Source: an optimization exercise on an open RTL-to-GDS flow (aim: small area, a short achievable clock period and few clock cycles). Production flows keep margins and buffers that such runs may drop.
The RTL was checked by simulation tests, not by an equivalence proof against the original design.
Power figures rest on the tool's default switching activity, not on a simulated workload.

P:
==> flow/design.v <==
`default_nettype none
module ram_sdp_init #(
  parameter int          DATA_W = 8,
  parameter int          ADDR_W = 8,
  parameter int unsigned FILL   = 0
) (
  input  logic              clk,
  input  logic              rst_n,
  input  logic              init_req,
  output logic              ready,
  input  logic              we,
  input  logic [ADDR_W-1:0] w_addr,
  input  logic [DATA_W-1:0] w_data,
  input  logic              re,
  input  logic [ADDR_W-1:0] r_addr,
  output logic [DATA_W-1:0] r_data,
  output logic              r_valid
);
  localparam int                c_depth = 2 ** ADDR_W;
  localparam logic [DATA_W-1:0] c_fill  = DATA_W'(FILL);
  logic                r_ready;
  logic                w_clr;
  logic [DATA_W-1:0]   w_wdata;
  logic [DATA_W-1:0]   r_mem [c_depth];
  assign w_clr   = !r_ready || init_req;
  assign w_wdata = w_clr ? c_fill : w_data;
  assign ready   = r_ready;
  always_ff @(posedge clk or negedge rst_n) begin
    if (!rst_n) begin
      r_ready <= 1'b0;
      r_valid <= 1'b0;
    end else begin
      r_ready <= 1'b1;
      r_valid <= r_ready && !init_req && re;
    end
  end
  for (genvar i = 0; i < c_depth; i++) begin : g_word
    always_ff @(posedge clk) begin
      if (w_clr || (we && (w_addr == ADDR_W'(i)))) begin
        r_mem[i] <= w_wdata;
      end
    end
  end
  localparam int c_half = c_depth / 2;
  logic                w_collide;
  logic                w_top;
  logic [DATA_W-1:0]   w_rd_lo;
  logic [DATA_W-1:0]   w_rd_hi;
  logic [DATA_W-1:0]   r_rd_lo;
  logic [DATA_W-1:0]   r_rd_hi;
  assign w_collide = we && (w_addr == r_addr);
  assign w_top     = r_addr[ADDR_W-1];
  assign w_rd_lo   = w_collide ? w_data : r_mem[{1'b0, r_addr[ADDR_W-2:0]}];
  assign w_rd_hi   = w_collide ? w_data : r_mem[{1'b1, r_addr[ADDR_W-2:0]}];
  always_ff @(posedge clk) begin
    r_rd_lo <= w_top ? '0 : w_rd_lo;
    r_rd_hi <= w_top ? w_rd_hi : '0;
  end
  assign r_data = r_rd_lo | r_rd_hi;
endmodule
`default_nettype wire
Settings: LEC_CHECK=0, ABC_AREA=1, CAP_MARGIN=20, CORE_MARGIN=2, CORE_UTILIZATION=55, CTS_BUF_LIST=sky130_fd_sc_hd__clkbuf_16, CTS_CLUSTER_DIAMETER=90, CTS_CLUSTER_SIZE=24, SETUP_SLACK_MARGIN=2.5, SLEW_MARGIN=20; clock period 5.0 ns.
run.sh (not shown) runs the stock make flow with config.mk's settings and CLKGATE_MAP_FILE= SYNTH_SCRIPT=/design/flow/synth_recipe.tcl, a recipe that flattens the netlist after the stock synthesis.
Testbench counts of P, summed over its fixed seeds: cycles 32,784.
Inputs modified between P and Q:
--- a/flow/design.v
+++ b/flow/design.v
@@ -35,7 +35,13 @@
     end
   end
+  logic [15:0] w_we_hi;
+  logic [15:0] w_we_lo;
+  for (genvar j = 0; j < 16; j++) begin : g_we_dec
+    assign w_we_hi[j] = w_clr || (we && (w_addr[7:4] == 4'(j)));
+    assign w_we_lo[j] = w_clr || (w_addr[3:0] == 4'(j));
+  end
   for (genvar i = 0; i < c_depth; i++) begin : g_word
     always_ff @(posedge clk) begin
-      if (w_clr || (we && (w_addr == ADDR_W'(i)))) begin
+      if (w_we_hi[i / 16] && w_we_lo[i % 16]) begin
         r_mem[i] <= w_wdata;
       end
Notes after the runs:
Q ended up with r_addr[5] as its launching element of the worst setup path; P ended up with r_addr[0].
From P to Q the numbers moved as follows: required time at the endpoint of the critical path shrank by 0.03 ns; clock network area share held steady; routed wire length shrank by 11%.
From P to Q the numbers moved as follows: post-layout worst setup margin level; setup TNS level; number of clock buffers in the layout moved down; total power moved up; remaining routing DRC violations level.
The die area of Q was superior to that of P.
For Q, the cell at the slowest stage of the critical path was sky130_fd_sc_hd__bufbuf_16, unlike P, where it was sky130_fd_sc_hd__nor2_4.
Of P and Q, Q shows the lower synthesized cell count, with P above it.
Testbench counts of Q, summed over its fixed seeds: cycles 32,784.


RTL: the design.v shown in full above, as it stands there.
Settings: LEC_CHECK=0, ABC_AREA=1, CAP_MARGIN=20, CORE_MARGIN=2, CORE_UTILIZATION=40, CTS_BUF_LIST=sky130_fd_sc_hd__clkbuf_16, CTS_CLUSTER_DIAMETER=60, CTS_CLUSTER_SIZE=50, SETUP_SLACK_MARGIN=2.5, SLEW_MARGIN=20; clock period 5.0 ns.
Testbench counts at the start, summed over its fixed seeds: cycles 32,784.
Change:
--- a/flow/design.v
+++ b/flow/design.v
@@ -33,11 +33,17 @@
       r_ready <= 1'b1;
       r_valid <= r_ready && !init_req && re;
     end
   end
+  logic [15:0] w_we_hi;
+  logic [15:0] w_we_lo;
+  for (genvar j = 0; j < 16; j++) begin : g_we_dec
+    assign w_we_hi[j] = w_clr || (we && (w_addr[7:4] == 4'(j)));
+    assign w_we_lo[j] = w_clr || (w_addr[3:0] == 4'(j));
+  end
   for (genvar i = 0; i < c_depth; i++) begin : g_word
     always_ff @(posedge clk) begin
-      if (w_clr || (we && (w_addr == ADDR_W'(i)))) begin
+      if (w_we_hi[i / 16] && w_we_lo[i % 16]) begin
         r_mem[i] <= w_wdata;
       end
     end
   end
The changed run finished with timing, DRC and antenna clean.
Setup slack is better by 0.046 ns.
Synthesized cell count fell slightly.
Worst hold slack is better by 0.023 ns.
Die area fell slightly.
Global-route usage fell by 2.5 points.
Utilization rose by 0.52 points.
Clock-buffer cell count fell by 10.
Maximum frequency rose slightly.
Final cell count fell by a few percent.
Cell area is about the same.
Power hardly moves.
Wire length fell by a little under a tenth.
Clock power fell by a few percent.
Testbench counts after the change, summed over its fixed seeds: cycles 32,784.

[separate check: timing with driven ports]
Ports are ideal in the flow. The routed layouts listed here were re-timed in OpenROAD.
Step 1 sets driving cells, clkbuf_16 on the clock port and buf_2 on the other inputs (assumed; they add their load-dependent delay and slew).
Step 2, shift: input delay + t, output delay - t, t = (earliest + latest rising clock arrival at the registers) / 2. This alone moves slack from input paths to output paths.
Slacks: ideal / step 1 / step 2; pairs: ideal / step 1.
run	t, ns	setup slack, ns	worst setup path at the end	pins driven straight from the clock port
P	0.832	2.440 / 2.366 / 1.621	input to register	1
Q	0.825	2.438 / 2.381 / 1.572	input to register	1
the first run of note 2	0.921	2.395 / 2.300 / 1.420	input to register	1
the second run of note 2	0.893	2.441 / 2.327 / 1.434	input to register	1
After both steps setup and hold are still met in every run listed. The setup slack of the second run of note 2, which loses most, moves by -0.114 ns with the drivers and by -1.007 ns with both steps.
